From an optimization exercise on the open Yosys and OpenROAD flow, aimed at small area and a short achievable clock period; shortcuts taken in it are not production practice. At most, simulation tests tie the RTL to the original design; equivalence was not proved. Power figures rest on the tool's default switching activity, not on a simulated workload.

==> inputs of run a <==
==> flow/design.v (excerpt) <==
module riscv_ex_mem_wb #(
   parameter int DMEM_WORDS = 64
) (
   input  logic        clk,
   input  logic        reset,
   input  logic [31:0] PC_ID,
   input  logic [31:0] IMM_ID,
   input  logic [31:0] REG_DATA1_ID,
   input  logic [31:0] REG_DATA2_ID,
   input  logic [2:0]  FUNCT3_ID,
   input  logic [6:0]  FUNCT7_ID,
   input  logic [6:0]  OPCODE_ID,
   input  logic [4:0]  RD_ID,
   input  logic [4:0]  RS1_ID,
   input  logic [4:0]  RS2_ID,
   output logic        IF_ID_write,
   output logic        PC_write,
   output logic        PCSrc,
   output logic [31:0] PC_Branch,
   output logic        RegWrite_WB,
   output logic [31:0] ALU_DATA_WB,
   output logic [4:0]  RD_WB
);
clock: 7.2 ns
lec_check: 0
cap_margin: 20
core_margin: 2
core_utilization: 40
setup_slack_margin: 3.2
slew_margin: 20
run.sh (not shown) runs the stock make flow with config.mk's settings and CLKGATE_MAP_FILE= SYNTH_SCRIPT=/design/flow/synth_recipe.tcl, a recipe that flattens the netlist after the stock synthesis.
==> run b: changes against run a <==
--- a/flow/design.v
+++ b/flow/design.v
@@ -19,39 +19,34 @@
    output logic [31:0] PC_Branch,
    output logic        RegWrite_WB,
    output logic [31:0] ALU_DATA_WB,
    output logic [4:0]  RD_WB
 );
-   localparam int AW  = $clog2(DMEM_WORDS);
-   localparam int LO  = (AW + 1) / 2;      
-   localparam int HI  = AW - LO;           
-   localparam int NLO = 1 << LO;
-   localparam int NHI = 1 << HI;
+   localparam int AW = $clog2(DMEM_WORDS);
    localparam logic [6:0] OP_R  = 7'b0110011;
    localparam logic [6:0] OP_I  = 7'b0010011;
    localparam logic [6:0] OP_LW = 7'b0000011;
    localparam logic [6:0] OP_SW = 7'b0100011;
    localparam logic [6:0] OP_BR = 7'b1100011;
    logic        id_wr, id_ld, id_st, id_br, id_bne, id_imm_sel, uses_rs2;
    logic        id_add, id_sub, id_and, id_or, id_xor, id_slt, id_sll, id_srl;
    logic [31:0] id_a, id_b;
    logic        stall, load_id;
    logic        idex_wr, idex_wa, idex_ld, idex_st, idex_br, idex_bne;
-   logic        idex_sub, idex_and, idex_or, idex_xor, idex_slt, idex_sh, idex_srl, idex_tgo;
+   logic        idex_sub, idex_and, idex_or, idex_xor, idex_slt, idex_sh, idex_srl;
    logic        idex_hz;                  
    logic        fa_ex, fa_wb, fb_ex, fb_wb, ob_ex, ob_wb;
-   logic [31:0] idex_a, idex_b, idex_opb;
+   logic [31:0] idex_a, idex_b, idex_opb, idex_tgt;
    logic [4:0]  idex_rd;
    logic [31:0] fwd_a, fwd_b, alu_b, alu_res, sum, sh_in, sh_out;
    logic        slt, taken;
    logic        exmem_wr, exmem_ld, exmem_st, pcsrc_q, squash;
-   logic [31:0] exmem_alu, exmem_store;
-   logic [NHI-1:0] rd_hi, wr_hi;
-   logic [NLO-1:0] wd_lo;      
+   logic [31:0] exmem_alu, exmem_store, exmem_target;
    logic [4:0]  exmem_rd;
    logic [31:0]          dmem [DMEM_WORDS];
    logic [DMEM_WORDS-1:0] dvalid;
+   logic [AW-1:0]        mem_addr;
    logic [31:0]          load_data;
    logic                 rw_q;
    logic [31:0]          memwb_data;
    logic [4:0]           memwb_rd;
    always_comb begin
@@ -121,11 +116,10 @@
          idex_br <= 1'b0; idex_hz <= 1'b0;
          fa_ex <= 1'b0; fa_wb <= 1'b0; fb_ex <= 1'b0; fb_wb <= 1'b0;
          ob_ex <= 1'b0; ob_wb <= 1'b0;
          exmem_wr <= 1'b0; exmem_ld <= 1'b0; exmem_st <= 1'b0;
          pcsrc_q <= 1'b0; squash <= 1'b0; rw_q <= 1'b0;
-         rd_hi <= '0; wr_hi <= '0;
       end else begin
          idex_wr <= load_id && id_wr;
          idex_wa <= load_id && id_wr && !id_ld;
          idex_ld <= load_id && id_ld;
          idex_st <= load_id && id_st;
@@ -141,14 +135,10 @@
          exmem_ld <= idex_ld && !pcsrc_q;
          exmem_st <= idex_st && !pcsrc_q;
          pcsrc_q  <= idex_br && !pcsrc_q && taken;
          squash   <= pcsrc_q;
          rw_q     <= exmem_wr && (exmem_rd != 5'd0);
-         for (int k = 0; k < NHI; k++) begin
-            rd_hi[k] <= idex_ld && !pcsrc_q && (sum[2+LO +: HI] == k[HI-1:0]);
-            wr_hi[k] <= idex_st && !pcsrc_q && (sum[2+LO +: HI] == k[HI-1:0]);
-         end
       end
    end
    always_ff @(posedge clk) begin
       idex_bne <= id_bne;
       idex_sub <= id_sub || id_slt;
@@ -158,12 +148,12 @@
       idex_slt <= id_slt;
       idex_sh  <= id_sll || id_srl;
       idex_srl <= id_srl;
       idex_a   <= id_a;
       idex_b   <= id_b;
-      idex_tgo <= id_br;
-      idex_opb <= id_br ? PC_ID + IMM_ID : id_imm_sel ? IMM_ID : id_b;
+      idex_opb <= id_imm_sel ? IMM_ID : id_b;
+      idex_tgt <= PC_ID + IMM_ID;
       idex_rd  <= RD_ID;
    end
    always_comb begin
       fwd_a = fa_ex ? exmem_alu : fa_wb ? ALU_DATA_WB : idex_a;
       fwd_b = fb_ex ? exmem_alu : fb_wb ? ALU_DATA_WB : idex_b;
@@ -174,39 +164,39 @@
       sh_out = sh_in << alu_b[4:0];
       if (idex_and)      alu_res = fwd_a & alu_b;
       else if (idex_or)  alu_res = fwd_a | alu_b;
       else if (idex_xor) alu_res = fwd_a ^ alu_b;
       else if (idex_slt) alu_res = {31'd0, slt};
-      else if (idex_tgo) alu_res = idex_opb;
       else if (idex_sh)  for (int i = 0; i < 32; i++) alu_res[i] = idex_srl ? sh_out[31-i] : sh_out[i];
       else               alu_res = sum;
       taken = idex_bne ^ (fwd_a == fwd_b);
    end
    always_ff @(posedge clk) begin
       exmem_alu    <= alu_res;
       exmem_store  <= fwd_b;
       exmem_rd     <= idex_rd;
-      for (int k = 0; k < NLO; k++) wd_lo[k] <= (sum[2 +: LO] == k[LO-1:0]);
+      exmem_target <= idex_tgt;
    end
    assign PCSrc     = pcsrc_q;
-   assign PC_Branch = exmem_alu;
+   assign PC_Branch = exmem_target;
+   assign mem_addr  = exmem_alu[AW+1:2];
    always_comb begin
       load_data = '0;
       for (int i = 0; i < DMEM_WORDS; i++)
-         if (rd_hi[i/NLO] && wd_lo[i%NLO] && dvalid[i]) load_data = load_data | dmem[i];
+         if (mem_addr == i[AW-1:0] && dvalid[i]) load_data = load_data | dmem[i];
    end
    for (genvar i = 0; i < DMEM_WORDS; i++) begin : g_word
       always_ff @(posedge clk or negedge reset) begin
          if (!reset)                                     dvalid[i] <= 1'b0;
-         else if (wr_hi[i/NLO] && wd_lo[i%NLO])              dvalid[i] <= 1'b1;
+         else if (exmem_st && mem_addr == i[AW-1:0])     dvalid[i] <= 1'b1;
       end
       always_ff @(posedge clk) begin
-         if (wr_hi[i/NLO] && wd_lo[i%NLO]) dmem[i] <= exmem_store;
+         if (exmem_st && mem_addr == i[AW-1:0]) dmem[i] <= exmem_store;
       end
    end
    always_ff @(posedge clk) begin
-      memwb_data <= load_data | (exmem_ld ? 32'd0 : exmem_alu);
+      memwb_data <= exmem_ld ? load_data : exmem_alu;
       memwb_rd   <= exmem_rd;
    end
    assign RegWrite_WB = rw_q;
    assign ALU_DATA_WB = memwb_data;
    assign RD_WB       = memwb_rd;
Settings changed: SETUP_SLACK_MARGIN 3.2 to default.
==> run c: changes against run a <==
--- a/flow/design.v
+++ b/flow/design.v
@@ -29,10 +29,29 @@
    localparam logic [6:0] OP_R  = 7'b0110011;
    localparam logic [6:0] OP_I  = 7'b0010011;
    localparam logic [6:0] OP_LW = 7'b0000011;
    localparam logic [6:0] OP_SW = 7'b0100011;
    localparam logic [6:0] OP_BR = 7'b1100011;
+   function automatic logic [31:0] add32(input logic [31:0] a, input logic [31:0] b,
+                                         input logic cin);
+      logic [31:0] x, g, p;
+      int          j;
+      x = a ^ b;
+      g = a & b;
+      p = x;
+      g[0] = g[0] | (p[0] & cin);
+      for (int l = 0; l < 5; l++) begin
+         for (int i = 0; i < 32; i++) begin
+            if (((i >> l) & 1) == 1) begin
+               j    = ((i >> l) << l) - 1;
+               g[i] = g[i] | (p[i] & g[j]);
+               p[i] = p[i] & p[j];
+            end
+         end
+      end
+      add32 = x ^ {g[30:0], cin};
+   endfunction
    logic        id_wr, id_ld, id_st, id_br, id_bne, id_imm_sel, uses_rs2;
    logic        id_add, id_sub, id_and, id_or, id_xor, id_slt, id_sll, id_srl;
    logic [31:0] id_a, id_b;
    logic        stall, load_id;
    logic        idex_wr, idex_wa, idex_ld, idex_st, idex_br, idex_bne;
@@ -105,12 +124,11 @@
          default: ;
       endcase
    end
    always_comb begin
       uses_rs2    = (OPCODE_ID == OP_R) || (OPCODE_ID == OP_SW) || (OPCODE_ID == OP_BR);
-      stall       = idex_hz && !pcsrc_q &&
-                    ((idex_rd == RS1_ID) || (uses_rs2 && (idex_rd == RS2_ID)));
+      stall       = idex_hz && ((idex_rd == RS1_ID) || (uses_rs2 && (idex_rd == RS2_ID)));
       load_id     = !(pcsrc_q || squash || stall);
       IF_ID_write = !stall;
       PC_write    = !stall;
       id_a        = (RegWrite_WB && (RD_WB == RS1_ID)) ? ALU_DATA_WB : REG_DATA1_ID;
       id_b        = (RegWrite_WB && (RD_WB == RS2_ID)) ? ALU_DATA_WB : REG_DATA2_ID;
@@ -128,11 +146,12 @@
          idex_wr <= load_id && id_wr;
          idex_wa <= load_id && id_wr && !id_ld;
          idex_ld <= load_id && id_ld;
          idex_st <= load_id && id_st;
          idex_br <= load_id && id_br;
-         idex_hz <= load_id && id_ld && (RD_ID != 5'd0) && !pcsrc_q;
+         idex_hz <= load_id && id_ld && (RD_ID != 5'd0) && !pcsrc_q &&
+                    !(idex_br && taken);
          fa_ex <= (RS1_ID != 5'd0) && idex_wa && !pcsrc_q && (idex_rd == RS1_ID);
          fa_wb <= (RS1_ID != 5'd0) && exmem_wr && (exmem_rd == RS1_ID);
          fb_ex <= (RS2_ID != 5'd0) && idex_wa && !pcsrc_q && (idex_rd == RS2_ID);
          fb_wb <= (RS2_ID != 5'd0) && exmem_wr && (exmem_rd == RS2_ID);
          ob_ex <= !id_imm_sel && (RS2_ID != 5'd0) && idex_wa && !pcsrc_q && (idex_rd == RS2_ID);
@@ -159,18 +178,18 @@
       idex_sh  <= id_sll || id_srl;
       idex_srl <= id_srl;
       idex_a   <= id_a;
       idex_b   <= id_b;
       idex_tgo <= id_br;
-      idex_opb <= id_br ? PC_ID + IMM_ID : id_imm_sel ? IMM_ID : id_b;
+      idex_opb <= id_br ? add32(PC_ID, IMM_ID, 1'b0) : id_imm_sel ? IMM_ID : id_b;
       idex_rd  <= RD_ID;
    end
    always_comb begin
       fwd_a = fa_ex ? exmem_alu : fa_wb ? ALU_DATA_WB : idex_a;
       fwd_b = fb_ex ? exmem_alu : fb_wb ? ALU_DATA_WB : idex_b;
       alu_b = ob_ex ? exmem_alu : ob_wb ? ALU_DATA_WB : idex_opb;
-      sum   = fwd_a + (alu_b ^ {32{idex_sub}}) + {31'd0, idex_sub};
+      sum   = add32(fwd_a, alu_b ^ {32{idex_sub}}, idex_sub);
       slt   = (fwd_a[31] ^ alu_b[31]) ? fwd_a[31] : sum[31];
       for (int i = 0; i < 32; i++) sh_in[i] = idex_srl ? fwd_a[31-i] : fwd_a[i];
       sh_out = sh_in << alu_b[4:0];
       if (idex_and)      alu_res = fwd_a & alu_b;
       else if (idex_or)  alu_res = fwd_a | alu_b;
==> flow/flow/run.sh (new file) <==
#!/bin/bash
# The standard layout, with two changes to how it is made:
#  - plain buffers (buf_2) on the ports instead of the delay-cell buffers buffer_ports picks
#    by default (every port still gets its own buffer);
#  - no adder-cell mapping in synthesis (ADDER_MAP_FILE empty), so ABC maps the RTL's
#    prefix adders itself. Registers are untouched by this.
set -euo pipefail
export BUFFER_PORTS_ARGS="-buffer_cell sky130_fd_sc_hd__buf_2"
export ADDER_MAP_FILE=""
bash standard.sh > standard_flow.log 2>&1
==> flow/standard.sh (new file) <==
#!/bin/bash
# synth_recipe.tcl (not shown) runs the flow's synth.tcl, then flattens the netlist and writes it again
# the make line also repeats each setting of config.mk as NAME=value (left out here)
make -C /OpenROAD-flow-scripts/flow DESIGN_CONFIG=/design/flow/config.mk WORK_HOME=/design/flow/orfs CLKGATE_MAP_FILE= SYNTH_SCRIPT=/design/flow/synth_recipe.tcl "${@:-finish}"
Settings changed: CTS_CLUSTER_DIAMETER from default to 80, CTS_CLUSTER_SIZE from default to 26, SETUP_SLACK_MARGIN 3.2 to 3.3.
removed: flow/run.sh
==> run d: changes against run a <==
--- a/flow/design.v
+++ b/flow/design.v
@@ -105,12 +105,11 @@
          default: ;
       endcase
    end
    always_comb begin
       uses_rs2    = (OPCODE_ID == OP_R) || (OPCODE_ID == OP_SW) || (OPCODE_ID == OP_BR);
-      stall       = idex_hz && !pcsrc_q &&
-                    ((idex_rd == RS1_ID) || (uses_rs2 && (idex_rd == RS2_ID)));
+      stall       = idex_hz && ((idex_rd == RS1_ID) || (uses_rs2 && (idex_rd == RS2_ID)));
       load_id     = !(pcsrc_q || squash || stall);
       IF_ID_write = !stall;
       PC_write    = !stall;
       id_a        = (RegWrite_WB && (RD_WB == RS1_ID)) ? ALU_DATA_WB : REG_DATA1_ID;
       id_b        = (RegWrite_WB && (RD_WB == RS2_ID)) ? ALU_DATA_WB : REG_DATA2_ID;
@@ -128,11 +127,12 @@
          idex_wr <= load_id && id_wr;
          idex_wa <= load_id && id_wr && !id_ld;
          idex_ld <= load_id && id_ld;
          idex_st <= load_id && id_st;
          idex_br <= load_id && id_br;
-         idex_hz <= load_id && id_ld && (RD_ID != 5'd0) && !pcsrc_q;
+         idex_hz <= load_id && id_ld && (RD_ID != 5'd0) && !pcsrc_q &&
+                    !(idex_br && taken);
          fa_ex <= (RS1_ID != 5'd0) && idex_wa && !pcsrc_q && (idex_rd == RS1_ID);
          fa_wb <= (RS1_ID != 5'd0) && exmem_wr && (exmem_rd == RS1_ID);
          fb_ex <= (RS2_ID != 5'd0) && idex_wa && !pcsrc_q && (idex_rd == RS2_ID);
          fb_wb <= (RS2_ID != 5'd0) && exmem_wr && (exmem_rd == RS2_ID);
          ob_ex <= !id_imm_sel && (RS2_ID != 5'd0) && idex_wa && !pcsrc_q && (idex_rd == RS2_ID);
==> flow/flow/run.sh (new file) <==
#!/bin/bash
# The standard layout, with plain buffers (buf_2) on the ports instead of the delay-cell
# buffers buffer_ports picks by default. Every port still gets its own buffer.
set -euo pipefail
export BUFFER_PORTS_ARGS="-buffer_cell sky130_fd_sc_hd__buf_2"
bash standard.sh > standard_flow.log 2>&1
==> flow/standard.sh (new file) <==
#!/bin/bash
# synth_recipe.tcl (not shown) runs the flow's synth.tcl, then flattens the netlist and writes it again
# the make line also repeats each setting of config.mk as NAME=value (left out here)
make -C /OpenROAD-flow-scripts/flow DESIGN_CONFIG=/design/flow/config.mk WORK_HOME=/design/flow/orfs CLKGATE_MAP_FILE= SYNTH_SCRIPT=/design/flow/synth_recipe.tcl "${@:-finish}"
Settings changed: CORE_UTILIZATION 40 to 55, CTS_CLUSTER_DIAMETER from default to 80, CTS_CLUSTER_SIZE from default to 26.
removed: flow/run.sh
==> summary of the runs <==
The highest final cell count belongs to run a, the lowest to run d. Sequential power is about the same in run c and run b. Sequential cell count: run b is higher than run a (40). Design area, highest first: run a, run b, run d, run c. Synthesized area: run a > run d > run b > run c.
==> figures <==
quantity                                                                        run c                    run d                     run a                    run b
Outcome                                                       complete, no violations  complete, no violations   complete, no violations  complete, no violations
Yosys top cell area share                                                      65.73%                   65.10%                    65.02%                   65.13%
Clock Power                                                                   7.97 mW                  7.99 mW                   12.7 mW                  12.5 mW
Area fraction in and, or, nand and nor cells after synthesis                   6.479%                   5.912%                    6.086%                   5.436%
Net count of the finished layout                                                 6539                     6714                      6800                     6631
Flop and latch count out of synthesis                                            2369                     2369                      2369                     2409
Synthesized-area fraction occupied by xor and xnor cells                       1.676%                   1.372%                    1.361%                   1.354%
Avg Cell Area, Syn                                                         15.27 um^2               15.41 um^2                15.38 um^2               15.68 um^2
Effective utilization at floorplan                                             40.24%                   55.19%                    40.22%                   40.19%
CP Class                                                       flip-flop to flip-flop   flip-flop to flip-flop  input pin to output port   flip-flop to flip-flop
Die X                                                                        487.6 um                 418.5 um                  490.3 um                 489.9 um
For run a and run b, only the layout was checked, not whether the RTL still works.

[separate check: timing with driven ports]
How much do the figures lean on ideal ports? The routed layouts below were timed once more, with nothing changed but the port constraints.
Step 1, drivers: a clkbuf_16 drives clk and a buf_2 each remaining input, both assumed.
Step 2 moves the port delays by t, midway between the first and last clock arrival at a register: inputs arrive t later, outputs are due t later. That takes back most of the time a late clock gives input paths.
Three values: ideal ports, drivers, drivers and shift; two values: the first two.
run	t (ns)	slack for setup (ns)	slew at the worst register clock pin (ns)	worst data-port slew with drivers (ns)	cell pins on the clock port's net
run a	0.990	2.984 / 2.950 / 2.390	0.07 / 0.07	0.14	1
run b	1.016	1.960 / 1.960 / 1.960	0.07 / 0.07	0.10	1
run c	0.922	3.174 / 3.174 / 2.610	0.11 / 0.11	0.13	1
run d	0.917	3.041 / 3.041 / 2.694	0.11 / 0.11	0.11	1
After both steps every run listed still meets setup and hold. For run a, which loses most, drivers alone change the setup slack by -0.034 ns; drivers and shift together by -0.594 ns.
